From an optimization exercise on the open Yosys and OpenROAD flow, aimed at a short achievable clock period and few clock cycles; shortcuts taken in it are not production practice. In this exercise RTL edits were held to simulation tests only and were not proved equivalent to the original. No activity file was given, so power comes from the tool's default toggle rates.

### flow/standard.sh
#!/bin/bash
# synth_recipe.tcl (not shown) runs the flow's synth.tcl, then flattens the netlist and writes it again
# the make line also repeats each setting of config.mk as NAME=value (left out here)
make -C /OpenROAD-flow-scripts/flow DESIGN_CONFIG=/design/flow/config.mk WORK_HOME=/design/flow/orfs CLKGATE_MAP_FILE= SYNTH_SCRIPT=/design/flow/synth_recipe.tcl "${@:-finish}"
### flow/constraint.sdc
create_clock -name core_clock -period 7.5 [get_ports {clock}]
set_input_delay 1.5000 -clock core_clock [delete_from_list [all_inputs] [get_ports {clock}]]
set_output_delay 1.5000 -clock core_clock [all_outputs]
set_load 0.01 [all_outputs]
### flow/flow/run.sh
#!/bin/bash
# The standard layout (standard.sh, standard synthesis included), with two
# layout choices changed: the port buffers are plain buffer cells rather than
# delay cells, and timing repair may resize cells across footprints.
set -euo pipefail
bash standard.sh \
	"BUFFER_PORTS_ARGS=-buffer_cell sky130_fd_sc_hd__buf_4" \
	MATCH_CELL_FOOTPRINT=0 \
	finish > standard_make.log 2>&1
### flow/design.v
`timescale 1ns/10ps
`default_nettype none
package cpu_pkg;
	localparam int XLEN        = 32;
	localparam int REG_ADDR_W  = 5;
	localparam int NUM_REGS    = 32;
	localparam int LINK_REG    = 31;
	localparam int PC_W        = 12;
	localparam int DMEM_ADDR_W = 8;
	localparam int DMEM_WORDS_W = 6;
	localparam int OPCODE_W    = 5;
	localparam int SHAMT_W     = 5;
	localparam int ALU_OP_W    = 5;
	localparam int IMM_W       = 17;
	localparam int TARGET_W    = 27;
	localparam logic [OPCODE_W-1:0] OP_ALU  = 5'd0;
	localparam logic [OPCODE_W-1:0] OP_J    = 5'd1;
	localparam logic [OPCODE_W-1:0] OP_BNE  = 5'd2;
	localparam logic [OPCODE_W-1:0] OP_JAL  = 5'd3;
	localparam logic [OPCODE_W-1:0] OP_JR   = 5'd4;
	localparam logic [OPCODE_W-1:0] OP_ADDI = 5'd5;
	localparam logic [OPCODE_W-1:0] OP_BLT  = 5'd6;
	localparam logic [OPCODE_W-1:0] OP_SW   = 5'd7;
	localparam logic [OPCODE_W-1:0] OP_LW   = 5'd8;
	localparam logic [ALU_OP_W-1:0] ALU_ADD = 5'd0;
	localparam logic [ALU_OP_W-1:0] ALU_SUB = 5'd1;
	localparam logic [ALU_OP_W-1:0] ALU_AND = 5'd2;
	localparam logic [ALU_OP_W-1:0] ALU_OR  = 5'd3;
	localparam logic [ALU_OP_W-1:0] ALU_SLL = 5'd4;
	localparam logic [ALU_OP_W-1:0] ALU_SRA = 5'd5;
	typedef struct packed {
		logic [OPCODE_W-1:0]   opcode;
		logic [REG_ADDR_W-1:0] rd;
		logic [REG_ADDR_W-1:0] rs;
		logic [REG_ADDR_W-1:0] rt;
		logic [SHAMT_W-1:0]    shamt;
		logic [ALU_OP_W-1:0]   aluop;
		logic [1:0]            unused;
	} r_fmt_t;
	typedef struct packed {
		logic [OPCODE_W-1:0]   opcode;
		logic [REG_ADDR_W-1:0] rd;
		logic [REG_ADDR_W-1:0] rs;
		logic [IMM_W-1:0]      imm;
	} i_fmt_t;
	typedef struct packed {
		logic [OPCODE_W-1:0] opcode;
		logic [TARGET_W-1:0] target;
	} j_fmt_t;
	typedef union packed {
		r_fmt_t r;
		i_fmt_t i;
		j_fmt_t j;
	} instr_t;
	localparam instr_t INSTR_NOP = '0;
endpackage
`default_nettype wire
`timescale 1ns/10ps
`default_nettype none
module ks_add #(
	parameter int W = 32,
	parameter int L = 5           
) (
	input  wire  [W-1:0] a,
	input  wire  [W-1:0] b,
	input  wire          cin,
	output logic [W-1:0] s
);
	logic [W-1:0] g [0:L];
	logic [W-1:0] p [0:L];
	assign g[0] = a & b;
	assign p[0] = a ^ b;
	genvar l, i;
	generate
		for (l = 0; l < L; l++) begin : lvl
			for (i = 0; i < W; i++) begin : bit_
				if (i >= (1 << l)) begin : comb
					assign g[l+1][i] = g[l][i] | (p[l][i] & g[l][i-(1<<l)]);
					assign p[l+1][i] = p[l][i] & p[l][i-(1<<l)];
				end else begin : pass
					assign g[l+1][i] = g[l][i];
					assign p[l+1][i] = p[l][i];
				end
			end
		end
	endgenerate
	logic [W:0] c;
	assign c[0] = cin;
	generate
		for (i = 0; i < W; i++) begin : carry
			assign c[i+1] = g[L][i] | (p[L][i] & cin);
		end
	endgenerate
	assign s = p[0] ^ c[W-1:0];
endmodule
`default_nettype wire
`timescale 1ns/10ps
`default_nettype none
import cpu_pkg::*;
module cpu_top (
	input  wire                     clock,
	input  wire                     arst_n,
	output logic [PC_W-1:0]         imem_addr,
	input  wire  [XLEN-1:0]         imem_data,
	output logic                    wb_en,
	output logic [REG_ADDR_W-1:0]   wb_reg,
	output logic [XLEN-1:0]         wb_data,
	output logic                    store_en,
	output logic [DMEM_ADDR_W-1:0]  store_addr,
	output logic [XLEN-1:0]         store_data
);
	localparam int BHT_W = 6;
	logic            stall;
	logic            mispredict;
	logic [PC_W-1:0] redirect_pc;
	logic [PC_W-1:0] redirect_pc_p1;
	logic            flush_q;
	logic [PC_W-1:0] pc;
	logic [PC_W-1:0] pcp1;
	logic [PC_W-1:0] pcn;            
	logic [PC_W-1:0] f_npc_p1;
	logic [PC_W-1:0] f_br_tgt_p1;
	logic [PC_W-1:0] f_npc;
	logic [PC_W-1:0] f_br_tgt;
	logic [1:0]      bht [2**BHT_W];
	logic [31:0]     sk;             
	logic [PC_W-1:0] sv [32];
	logic [31:0]     ck;             
	logic [PC_W-1:0] cv [32];
	logic [31:0]     rk;
	logic [PC_W-1:0] rv [32];
	logic [PC_W-1:0] sv_p1 [32];     
	logic [PC_W-1:0] cv_p1 [32];     
	assign pcp1      = pcn;
	assign imem_addr = pc;
	wire [4:0] f_op     = imem_data[31:27];
	wire [4:0] f_rd     = imem_data[26:22];
	wire [4:0] f_rs     = imem_data[21:17];
	wire [4:0] f_rt     = imem_data[16:12];
	wire       f_is_j   = (f_op == OP_J) || (f_op == OP_JAL);
	wire       f_is_jal = (f_op == OP_JAL);
	wire       f_is_br  = (f_op == OP_BNE) || (f_op == OP_BLT);
	wire       f_is_jr  = (f_op == OP_JR);
	wire       f_rd_src = f_is_br || f_is_jr || (f_op == OP_SW);
	wire [1:0] f_ctr    = bht[pc[BHT_W-1:0]];
	ks_add #(.W(PC_W), .L(4)) u_br_add (.a(pc), .b(imem_data[PC_W-1:0]), .cin(1'b1), .s(f_br_tgt));
	ks_add #(.W(PC_W), .L(4)) u_br_add1 (.a(pcn), .b(imem_data[PC_W-1:0]), .cin(1'b1), .s(f_br_tgt_p1));
	wire [PC_W-1:0] pcn_p1 = pcn + 1'b1;
	always_comb begin
		for (int i = 0; i < 32; i++) begin
			rk[i] = flush_q ? ck[i] : sk[i];
			rv[i] = flush_q ? cv[i] : sv[i];
			sv_p1[i] = sv[i] + 1'b1;
			cv_p1[i] = cv[i] + 1'b1;
		end
	end
	wire             f_jr_known = flush_q ? ck[f_rd] : sk[f_rd];
	wire [PC_W-1:0]  f_jr_tgt   = flush_q ? cv[f_rd] : sv[f_rd];
	wire [PC_W-1:0]  f_jr_tgt_p1 = flush_q ? cv_p1[f_rd] : sv_p1[f_rd];
	wire             f_br_t     = f_is_br && f_ctr[1];
	always_comb begin
		if (f_is_j)                     f_npc = imem_data[PC_W-1:0];
		else if (f_br_t)                f_npc = f_br_tgt;
		else if (f_is_jr && f_jr_known) f_npc = f_jr_tgt;
		else                            f_npc = pcp1;
	end
	always_comb begin
		if (f_is_j)                     f_npc_p1 = imem_data[PC_W-1:0] + 1'b1;
		else if (f_br_t)                f_npc_p1 = f_br_tgt_p1;
		else if (f_is_jr && f_jr_known) f_npc_p1 = f_jr_tgt_p1;
		else                            f_npc_p1 = pcn_p1;
	end
	wire f_accept = 1'b1;
	always_ff @(posedge clock or negedge arst_n) begin
		if (!arst_n) begin
			pc  <= '0;
			pcn <= 12'd1;
		end else if (mispredict) begin
			pc  <= redirect_pc;
			pcn <= redirect_pc_p1;
		end else if (!stall) begin
			pc  <= f_npc;
			pcn <= f_npc_p1;
		end
	end
	always_ff @(posedge clock or negedge arst_n) begin
		if (!arst_n) begin
			flush_q <= 1'b0;
			sk      <= '1;
			for (int i = 0; i < 32; i++) sv[i] <= '0;
		end else begin
			flush_q <= mispredict;
			for (int i = 0; i < 32; i++) begin
				sk[i] <= rk[i];
				sv[i] <= rv[i];
			end
			if (f_accept) begin
				if (f_is_jal) begin
					sk[31] <= 1'b1;
					sv[31] <= pcp1;
				end else if ((f_op == OP_ADDI) && (f_rd != '0)) begin
					sk[f_rd] <= (f_rs == '0);
					sv[f_rd] <= imem_data[PC_W-1:0];
				end else if (((f_op == OP_ALU) || (f_op == OP_LW)) && (f_rd != '0)) begin
					sk[f_rd] <= 1'b0;
				end
			end
		end
	end
	logic            fd_valid;
	logic [XLEN-1:0] fd_inst;
	logic [PC_W-1:0] fd_pcp1;
	logic            fd_pred_t;
	logic [PC_W-1:0] fd_alt;
	logic [PC_W-1:0] fd_alt_p1;
	logic [BHT_W-1:0] fd_idx;
	logic [1:0]      fd_ctr;
	logic [4:0]      fd_ra;           
	logic [4:0]      fd_rb;           
	logic [31:0]     fd_ra_oh;
	logic [31:0]     fd_rb_oh;
	wire [4:0] f_rb = f_rd_src ? f_rd : f_rt;
	always_ff @(posedge clock or negedge arst_n) begin
		if (!arst_n) begin
			fd_valid  <= 1'b0;
			fd_inst   <= '0;
			fd_pcp1   <= '0;
			fd_pred_t <= 1'b0;
			fd_alt    <= '0;
			fd_alt_p1 <= '0;
			fd_idx    <= '0;
			fd_ctr    <= '0;
			fd_ra     <= '0;
			fd_rb     <= '0;
			fd_ra_oh  <= '0;
			fd_rb_oh  <= '0;
		end else begin
			if (mispredict)  fd_valid <= 1'b0;
			else if (!stall) fd_valid <= 1'b1;
			if (!stall) begin
			fd_inst   <= imem_data;
			fd_pcp1   <= pcp1;
			fd_pred_t <= f_br_t;
			fd_alt    <= f_is_jr ? f_npc : (f_br_t ? pcp1 : f_br_tgt);
			fd_alt_p1 <= f_br_t ? pcn_p1 : f_br_tgt_p1;
			fd_idx    <= pc[BHT_W-1:0];
			fd_ctr    <= f_ctr;
			fd_ra     <= f_rs;
			fd_rb     <= f_rb;
			fd_ra_oh  <= 32'd1 << f_rs;
			fd_rb_oh  <= 32'd1 << f_rb;
			end
		end
	end
	logic [XLEN-1:0] rf [1:31];
	wire [4:0] d_op    = fd_inst[31:27];
	wire [4:0] d_rd    = fd_inst[26:22];
	wire [4:0] d_rs    = fd_inst[21:17];
	wire [4:0] d_shamt = fd_inst[11:7];
	wire [4:0] d_fn    = fd_inst[6:2];
	wire d_alu  = (d_op == OP_ALU);
	wire d_addi = (d_op == OP_ADDI);
	wire d_lw   = (d_op == OP_LW);
	wire d_sw   = (d_op == OP_SW);
	wire d_bne  = (d_op == OP_BNE);
	wire d_blt  = (d_op == OP_BLT);
	wire d_jr   = (d_op == OP_JR);
	wire d_jal  = (d_op == OP_JAL);
	wire       d_use_imm = d_addi || d_lw || d_sw;
	wire       d_alu_a   = d_alu || d_addi || d_lw || d_sw;    
	wire       d_alu_b   = d_alu;                              
	wire [4:0] d_dest    = d_jal ? 5'd31 : d_rd;
	wire       d_writes  = (d_alu || d_addi || d_lw || d_jal) && (d_dest != '0);
	wire       d_sub     = d_alu && (d_fn == ALU_SUB);
	wire [XLEN-1:0] d_imm = {{(XLEN-IMM_W){fd_inst[IMM_W-1]}}, fd_inst[IMM_W-1:0]};
	logic            de_valid;
	logic            de_wr;
	logic [4:0]      de_dest;
	logic            em_valid;
	logic            em_wr;
	logic            em_lw;
	logic            em_sel_sum;
	logic [4:0]      em_dest;
	logic [XLEN-1:0] em_sum;
	logic [XLEN-1:0] em_oth;
	logic            mw_wr;
	logic [4:0]      mw_dest;
	logic [XLEN-1:0] mw_res;
	logic [4:0]      wb_reg_q;
	logic [XLEN-1:0] wb_data_q;
	logic [XLEN-1:0] m_ld;
	logic [XLEN-1:0] m_res;
	logic [XLEN-1:0] m_alu;
	logic [XLEN-1:0] d_rfa;
	logic [XLEN-1:0] d_rfb;
	always_comb begin
		d_rfa = '0;
		d_rfb = '0;
		for (int i = 1; i < 32; i++) begin
			d_rfa = d_rfa | ({XLEN{fd_ra_oh[i]}} & rf[i]);
			d_rfb = d_rfb | ({XLEN{fd_rb_oh[i]}} & rf[i]);
		end
	end
	wire m_fwd = em_valid && em_wr;
	wire a_m   = m_fwd && (em_dest == fd_ra);
	wire a_w   = !a_m && mw_wr && (mw_dest == fd_ra);
	wire b_m   = m_fwd && (em_dest == fd_rb);
	wire b_w   = !b_m && mw_wr && (mw_dest == fd_rb);
	wire [XLEN-1:0] d_va =
		({XLEN{a_m && em_lw}} & m_ld) |
		({XLEN{a_m && !em_lw && em_sel_sum}} & em_sum) |
		({XLEN{a_m && !em_lw && !em_sel_sum}} & em_oth) |
		({XLEN{a_w}} & mw_res) |
		({XLEN{!a_m && !a_w}} & d_rfa);
	wire [XLEN-1:0] d_vb =
		({XLEN{b_m && em_lw}} & m_ld) |
		({XLEN{b_m && !em_lw && em_sel_sum}} & em_sum) |
		({XLEN{b_m && !em_lw && !em_sel_sum}} & em_oth) |
		({XLEN{b_w}} & mw_res) |
		({XLEN{!b_m && !b_w}} & d_rfb);
	wire e_fwd = de_valid && de_wr;
	wire a_e   = e_fwd && (de_dest == fd_ra);
	wire b_e   = e_fwd && (de_dest == fd_rb);
	wire d_uses_a = d_alu_a || d_bne || d_blt;
	wire d_uses_b = d_alu || d_bne || d_blt || d_jr || d_sw;
	wire ld_m     = m_fwd && em_lw;
	assign stall = fd_valid && (
		(d_alu_a && a_e) || (d_alu_b && b_e) ||
		(de_lw && ((d_uses_a && a_e) || (d_uses_b && b_e))));
	wire d_go = fd_valid && !stall && !mispredict;
	logic            de_lw;
	logic            de_sw;
	logic            de_bne;
	logic            de_blt;
	logic            de_jr;
	logic            de_pred_t;
	logic [PC_W-1:0] de_alt;
	logic [PC_W-1:0] de_alt_p1;
	logic [PC_W-1:0] de_pcp1;
	logic [BHT_W-1:0] de_idx;
	logic [1:0]      de_ctr;
	logic            de_cin;
	logic            de_sel_sum, de_sel_and, de_sel_or, de_sel_sll, de_sel_sra, de_sel_link;
	logic [4:0]      de_shamt;
	logic [XLEN-1:0] de_a, de_b, de_c;
	logic            de_la, de_lc;       
	logic            de_ck_set, de_ck_clr;
	logic [PC_W-1:0] de_ck_val;
	always_ff @(posedge clock or negedge arst_n) begin
		if (!arst_n) begin
			de_valid  <= 1'b0;
			de_wr     <= 1'b0;
			de_lw     <= 1'b0;
			de_sw     <= 1'b0;
			de_bne    <= 1'b0;
			de_blt    <= 1'b0;
			de_jr     <= 1'b0;
			de_ck_set <= 1'b0;
			de_ck_clr <= 1'b0;
			de_ck_val <= '0;
			de_pred_t <= 1'b0;
			de_alt    <= '0;
			de_alt_p1 <= '0;
			de_pcp1   <= '0;
			de_idx    <= '0;
			de_ctr    <= '0;
			de_dest   <= '0;
			de_cin    <= 1'b0;
			de_sel_sum <= 1'b0; de_sel_and <= 1'b0; de_sel_or <= 1'b0;
			de_sel_sll <= 1'b0; de_sel_sra <= 1'b0; de_sel_link <= 1'b0;
			de_shamt  <= '0;
			de_a      <= '0;
			de_b      <= '0;
			de_c      <= '0;
			de_la     <= 1'b0;
			de_lc     <= 1'b0;
		end else begin
			de_valid  <= d_go;
			de_wr     <= d_writes;
			de_lw     <= d_lw;
			de_sw     <= d_sw;
			de_bne    <= d_bne;
			de_blt    <= d_blt;
			de_jr     <= d_jr;
			de_ck_set <= d_jal || (d_addi && (d_rs == '0) && (d_rd != '0));
			de_ck_clr <= (d_alu || d_addi || d_lw) && (d_rd != '0);
			de_ck_val <= d_jal ? fd_pcp1 : fd_inst[PC_W-1:0];
			de_pred_t <= fd_pred_t;
			de_alt    <= fd_alt;
			de_alt_p1 <= fd_alt_p1;
			de_pcp1   <= fd_pcp1;
			de_idx    <= fd_idx;
			de_ctr    <= fd_ctr;
			de_dest   <= d_dest;
			de_cin    <= d_sub;
			de_sel_sum  <= d_use_imm || (d_alu && ((d_fn == ALU_ADD) || (d_fn == ALU_SUB)));
			de_sel_and  <= d_alu && (d_fn == ALU_AND);
			de_sel_or   <= d_alu && (d_fn == ALU_OR);
			de_sel_sll  <= d_alu && (d_fn == ALU_SLL);
			de_sel_sra  <= d_alu && (d_fn == ALU_SRA);
			de_sel_link <= d_jal;
			de_shamt  <= d_shamt;
			de_a      <= d_va;
			de_b      <= d_use_imm ? d_imm : (d_sub ? ~d_vb : d_vb);
			de_c      <= d_vb;
			de_la     <= a_e;
			de_lc     <= b_e;
		end
	end
	logic [XLEN-1:0] e_sum;
	ks_add #(.W(XLEN)) u_add (.a(de_a), .b(de_b), .cin(de_cin), .s(e_sum));
	wire [XLEN-1:0] e_sll = de_a << de_shamt;
	wire [XLEN-1:0] e_sra = $signed(de_a) >>> de_shamt;
	wire [XLEN-1:0] e_oth =
		({XLEN{de_sel_and}} & (de_a & de_b)) |
		({XLEN{de_sel_or}}  & (de_a | de_b)) |
		({XLEN{de_sel_sll}} & e_sll) |
		({XLEN{de_sel_sra}} & e_sra) |
		({XLEN{de_sel_link}} & {{(XLEN-PC_W){1'b0}}, de_pcp1});
	wire [DMEM_WORDS_W-1:0] e_word = de_a[DMEM_WORDS_W-1:0] + de_b[DMEM_WORDS_W-1:0];
	wire [2**DMEM_WORDS_W-1:0] e_word_oh = {{(2**DMEM_WORDS_W-1){1'b0}}, 1'b1} << e_word;
	wire [XLEN-1:0] e_c = de_lc ? m_alu : de_c;
	wire ne_rr = (de_a != de_c);
	wire lt_rr = ($signed(de_c) < $signed(de_a));
	wire ne_mr = (m_alu != de_c);
	wire lt_mr = ($signed(de_c) < $signed(m_alu));
	wire ne_rm = (de_a != m_alu);
	wire lt_rm = ($signed(m_alu) < $signed(de_a));
	wire e_ne  = de_la ? (!de_lc && ne_mr) : (de_lc ? ne_rm : ne_rr);
	wire e_lt  = de_la ? (!de_lc && lt_mr) : (de_lc ? lt_rm : lt_rr);
	wire e_taken = de_bne ? e_ne : e_lt;
	wire e_br    = de_valid && (de_bne || de_blt);
	wire e_jr_bad = de_lc ? (m_alu[PC_W-1:0] != de_alt) : (de_c[PC_W-1:0] != de_alt);
	assign mispredict     = (e_br && (e_taken != de_pred_t)) || (de_valid && de_jr && e_jr_bad);
	assign redirect_pc    = de_jr ? e_c[PC_W-1:0] : de_alt;
	assign redirect_pc_p1 = de_jr ? e_c[PC_W-1:0] + 1'b1 : de_alt_p1;
	wire e_live = de_valid;
	logic            em_sw;
	logic [XLEN-1:0] em_c;
	logic [2**DMEM_WORDS_W-1:0] em_word_oh;
	logic            em_ck_set, em_ck_clr;
	logic [PC_W-1:0] em_ck_val;
	always_ff @(posedge clock or negedge arst_n) begin
		if (!arst_n) begin
			em_valid   <= 1'b0;
			em_wr      <= 1'b0;
			em_lw      <= 1'b0;
			em_sw      <= 1'b0;
			em_sel_sum <= 1'b0;
			em_dest    <= '0;
			em_sum     <= '0;
			em_oth     <= '0;
			em_c       <= '0;
			em_word_oh <= '0;
			em_ck_set  <= 1'b0;
			em_ck_clr  <= 1'b0;
			em_ck_val  <= '0;
		end else begin
			em_valid   <= e_live;
			em_wr      <= de_wr;
			em_lw      <= de_lw;
			em_sw      <= de_sw;
			em_sel_sum <= de_sel_sum;
			em_dest    <= de_dest;
			em_sum     <= e_sum;
			em_oth     <= e_oth;
			em_c       <= e_c;
			em_word_oh <= e_word_oh;
			em_ck_set  <= de_ck_set;
			em_ck_clr  <= de_ck_clr;
			em_ck_val  <= de_ck_val;
		end
	end
	logic [XLEN-1:0] dmem [0:2**DMEM_WORDS_W-1];
	wire m_sw = em_valid && em_sw;
	always_ff @(posedge clock) begin
		for (int i = 0; i < 2**DMEM_WORDS_W; i++) begin
			if (m_sw && em_word_oh[i]) dmem[i] <= em_c;
		end
	end
	always_comb begin
		m_ld = '0;
		for (int i = 0; i < 2**DMEM_WORDS_W; i++) begin
			m_ld = m_ld | ({XLEN{em_word_oh[i]}} & dmem[i]);
		end
	end
	assign m_alu = em_sel_sum ? em_sum : em_oth;
	assign m_res = em_lw ? m_ld : m_alu;
	logic            bu_v;
	logic [1:0]      bu_ctr;
	logic [BHT_W-1:0] bu_idx;
	always_ff @(posedge clock or negedge arst_n) begin
		if (!arst_n) begin
			bu_v   <= 1'b0;
			bu_ctr <= '0;
			bu_idx <= '0;
			for (int i = 0; i < 2**BHT_W; i++) bht[i] <= 2'd2;
			ck <= '1;
			for (int i = 0; i < 32; i++) cv[i] <= '0;
		end else begin
			bu_v   <= e_br;
			bu_idx <= de_idx;
			if (e_taken) bu_ctr <= (de_ctr == 2'd3) ? 2'd3 : de_ctr + 2'd1;
			else         bu_ctr <= (de_ctr == 2'd0) ? 2'd0 : de_ctr - 2'd1;
			if (bu_v) bht[bu_idx] <= bu_ctr;
			if (em_valid && em_ck_set) begin
				ck[em_dest] <= 1'b1;
				cv[em_dest] <= em_ck_val;
			end else if (em_valid && em_ck_clr) begin
				ck[em_dest] <= 1'b0;
			end
		end
	end
	always_ff @(posedge clock or negedge arst_n) begin
		if (!arst_n) begin
			wb_reg_q  <= '0;
			wb_data_q <= '0;
		end else if (em_valid && em_wr) begin
			wb_reg_q  <= em_dest;
			wb_data_q <= m_res;
		end
	end
	always_ff @(posedge clock or negedge arst_n) begin
		if (!arst_n) begin
			mw_wr      <= 1'b0;
			mw_dest    <= '0;
			mw_res     <= '0;
			store_en   <= 1'b0;
			store_addr <= '0;
			store_data <= '0;
		end else begin
			mw_wr      <= em_valid && em_wr;
			mw_dest    <= em_dest;
			mw_res     <= m_res;
			store_en   <= m_sw;
			store_addr <= em_sum[DMEM_ADDR_W-1:0];
			store_data <= em_c;
		end
	end
	always_ff @(posedge clock or negedge arst_n) begin
		if (!arst_n) begin
			for (int i = 1; i < 32; i++) rf[i] <= '0;
		end else if (mw_wr) begin
			rf[mw_dest] <= mw_res;
		end
	end
	assign wb_en   = mw_wr;
	assign wb_reg  = wb_reg_q;
	assign wb_data = wb_data_q;
endmodule
`default_nettype wire
### flow/config.mk
export PLATFORM = sky130hd
export DESIGN_NAME = cpu_top
export DESIGN_NICKNAME = cpu_top
export VERILOG_FILES = /design/flow/design.v
export SDC_FILE = /design/flow/constraint.sdc
export NUM_CORES = 4
export LEC_CHECK = 0
export CAP_MARGIN = 20
export CORE_MARGIN = 2
export CORE_UTILIZATION = 40
export CTS_CLUSTER_DIAMETER = 60
export CTS_CLUSTER_SIZE = 30
export PLACE_DENSITY = 0.5
export SETUP_SLACK_MARGIN = 4.4
export SLEW_MARGIN = 20
export TNS_END_PERCENT = 35
==> run summary <==
WP data required=8.48 ns; core area=508,000 um2; Post-Synth XOR/XNOR Area=0.00708; total design power=63.2 mW; GRT Total Usage=0.399; Async S/R FF share, synth=0.561; worst hold slack=0.346 ns; total CTS buffers=428; Synth Warn #=15; RSZ-0062 raised after global routing=true; Net Sw Frac=0.300; synthesis-stage register bit count=4,660; Logic pwr share=0.129; worst-path cell chain=buf_12 > clkinvlp_4 > ha_4 > and4b_4 > buf_6 > o2bb2ai_2 > a221o_1 > or4_4 > or3_4 > a22oi_4 > inv_2 > buf_4 > and3_4 > and4_1 > or3_1 > o221ai_2; routed len/inst=46.3 um; Mean Syn Cell Area=13.3 um2; cts hold-fix bufs=0; delay-heaviest family, CP=simple AND/OR/NAND/NOR gates; Peak VDD IR=0.308 mV; cell leakage power=95.5 nW; Synth Area in Adders=0.0125; CTS tree=built; clk sinks=4,660; first-pass GRT wire length=1,400,000 um; crit path launch type=input pin; clock-pin transition on the worst setup and hold timing paths=0.08 ns; total iterations of the first detailed-routing run=8; Final HPWL DP=639,000 um; post-route cell area=243,000 um2; Layout Cells excl Fill=23,000; DP Worst Slack=1.13 ns; max_cap viols=0; clock network fraction of total power=0.390; register area share after synthesis=0.623; worst slew pin tran=1.26 ns; I/O Buffers=124; Max H-tree Level=5; share of synthesized cell area in and, or, nand and nor gates=0.0648; worst path buffer plus inverter count=5; drt via density=6.97; Setup Crit Path Kind=in -> reg; Vias=161,000; EDFF count, synth=2,048; Starting Density=0.401; vias in the first global route=147,000; Antenna Nets Post-Route=0; Critical Path AT=5.24 ns; drt initial violations=26,900; switching power=18.9 mW; GP Congestion=1.00; minimum clock period=4.26 ns; initial antenna violation count=75; Post-Place Cell Area=214,000 um2; skew final=0.0976 ns; synthesized cell area=204,000 um2; largest family of logic cells by synthesized area=compound AO/OA/AOI/OAI gates; I/O pin count=125; Die Y=718 um; post-synthesis compound-gate area fraction=0.141; Slew Viols, Final=0; syn nets=15,600; Root Buffer=clkbuf_16; final wirelength=1,070,000 um; Core Rows=262; Hold Crit Class=reg -> reg; count of different cell masters after synthesis=104; CP max FO=7; DRC violations left=0; die area=516,000 um2; hold wc startpoint=de_ck_val[6]; largest net degree at the start of global routing=156; Worst Hold Path Cells=0; die width=718 um; post-layout util=0.478; worst r2r src=em_sel_sum; power density cells=260 nW/um2; main flop type after synthesis=dfrtp_1; sequential share of power=0.481; status=finished clean; mux contribution to synthesized area=0.124; Tcrit/Tclk final=0.568; reg2reg setup slack=3.27 ns; Final setup viols=0; Area Growth Syn to Fin=19.2%; final worst setup slack=3.24 ns; internal power=44.3 mW; synthesized instance count=15,300; Worst path slowest cell=or4_4; Crit path depth=16; Placed Cells=21,500; sum of negative setup slack=0 ns; Fin. Hold Viols=0; clk latency of the worst-skew pair=1.11 ns; clk buf depth=4; R2R cell count=14; share of cells above drive strength 1=0.304; worst setup path start=imem_data[23]; Final nets=16,100; fmax=0.235 GHz; Critical Path Max Stage Delay=0.58 ns; Crit. End Element=flip-flop; slew margin rel.=0.162; GR Overflow Total=0
-- flip-flops by register name (all words and copies together) (netlist names), 64 cells and up, named ones only --
name and flops:
em_word_oh 64, cv 384, rf 992, dmem 2048, sv 384, bht 128
-- path summary, 6_finish.rpt --
path | endpoint
worst max-delay path | pcn[9]
min in group asynchronous | sv[20][5]
max in group asynchronous | flush_q
worst min register to register | em_ck_val[6]
worst max register to register | pcn[11]
worst min-delay path | em_ck_val[6]
-- power by group through the flow --
stage	combinational, mW	clock, mW	sequential [mW]
6_report	8.16	24.7	30.4
3_5_place_dp	6.38	0	30.8
2_1_floorplan	3.91	0	29.3
3_3_place_gp	6.31	0	30.9
4_1_cts	7.53	24.8	30.2
5_1_grt	8.57	25.7	30.3
-- cells in the final DEF (no fill, tap or decap), types with 90 or more instances in the layout --
master     Yosys  final
clkbuf_16      0    465
nor2_1       771    742
nor3_1       113     93
mux2_2      1583   1578
dfstp_2      129    129
o21ai_0      440    341
nand2_1      845    792
nand3_1      235    222
buf_6         10    159
nand4_1      313    313
a22oi_1      382    366
inv_1        180    154
buf_12         0    154
buf_4         22    924
ha_1         199    169
a221oi_1     894    728
mux2i_1      652    628
a22o_1       872    870
dfrtp_1     2483   2268
edfxtp_1    2048   2048
dfrtp_4        0     90
dfrtp_2        0    125
a221oi_2       0    159
a21oi_1      592    560
xnor2_1      107     95
-- Yosys cell counts (23+ instances only) --
master,count,area share
nor3_1,113,0.0028
a32oi_1,25,0.0011
nor2b_1,52,0.0016
a222oi_1,75,0.0037
and3_1,99,0.0030
inv_1,180,0.0033
buf_1,140,0.0026
dfstp_2,129,0.017
nand3_1,235,0.0058
nand2_1,845,0.016
ha_1,199,0.012
a221oi_1,894,0.038
or3_1,24,0.00074
a31oi_1,34,0.0010
nor4_1,35,0.0011
clkbuf_1,1011,0.019
a21o_1,31,0.0011
or2_2,25,0.00077
a211oi_1,47,0.0017
dfrtp_1,2483,0.30
o22ai_1,48,0.0015
a22oi_1,382,0.014
mux2_2,1583,0.087
edfxtp_1,2048,0.30
o211ai_1,49,0.0018
and2_1,26,0.00080
or4_1,41,0.0015
nor2_1,771,0.014
a21oi_1,592,0.015
nand4_1,313,0.0096
mux2i_1,652,0.032
o21ai_0,440,0.011
nand3b_1,25,0.00092
xor2_1,58,0.0025
xnor2_1,107,0.0046
buf_2,81,0.0020
nand2b_1,47,0.0014
a22o_1,872,0.037
a221o_1,40,0.0020
mux4_2,33,0.0036
o221ai_1,61,0.0026
nor3b_1,23,0.00085
o31ai_1,35,0.0013
-- per-layer routing --
metal | wire length, um | share of wire | global-route usage | vias to the layer above
met5 | 333 | 0.00031 | 0.000370 | -
met4 | 77300 | 0.072 | 0.223 | 46
met3 | 127000 | 0.12 | 0.106 | 3046
met2 | 454000 | 0.43 | 0.587 | 12200
met1 | 408000 | 0.38 | 0.534 | 84600
li1 | - | - | - | 60700
-- cells by family after synthesis --
kind of cell | Yosys count
xor+xnor | 165
fa+ha+maj | 203
compound gates | 3814
simple gates | 2764
mux | 2275
flops | 4660
buf+inv | 1454
-- cell type report --
cell class,count,area (um2)
Multi-Input combinational cell,9226,76300
Fill cell,44800,265000
Antenna cell,50,125
Clock buffer,476,11100
Inverter,190,863
Timing Repair inverter,2,20.0
Sequential cell,4660,128000
Tap cell,6732,8420
Clock inverter,338,4600
Timing Repair Buffer,1360,14300
-- timing repair --
action	CTS	global route
setup endpoints to repair	1467	909
cloned	31	12
resized for setup	1135	411
setup buffers	451	153
pin swaps	236	218
Testbench counts, summed over its fixed seeds: cycles 19,079.

re-timing with driven ports:
Ports are ideal in the flow. The routed layout listed here was re-timed in OpenROAD. Step 1, drivers: a clkbuf_16 drives clock and a buf_2 each remaining input, both assumed. Step 2 moves the port delays by t, midway between the first and last clock arrival at a register: inputs arrive t later, outputs are due t later. That takes back most of the time a late clock gives input paths. Three values: ideal, step 1, step 2; two values: the first two.
t, ns: 1.202
setup slack, ns: 3.242 / 3.170 / 1.968
hold WS [ns]: 0.346 / 0.346 / 0.346
worst register clock-pin slew, ns: 0.10 / 0.10
pins driven straight from the clock port: 1
After both steps this run still meets setup and hold. The setup slack of this run moves by -0.072 ns with the drivers and by -1.274 ns with both steps.
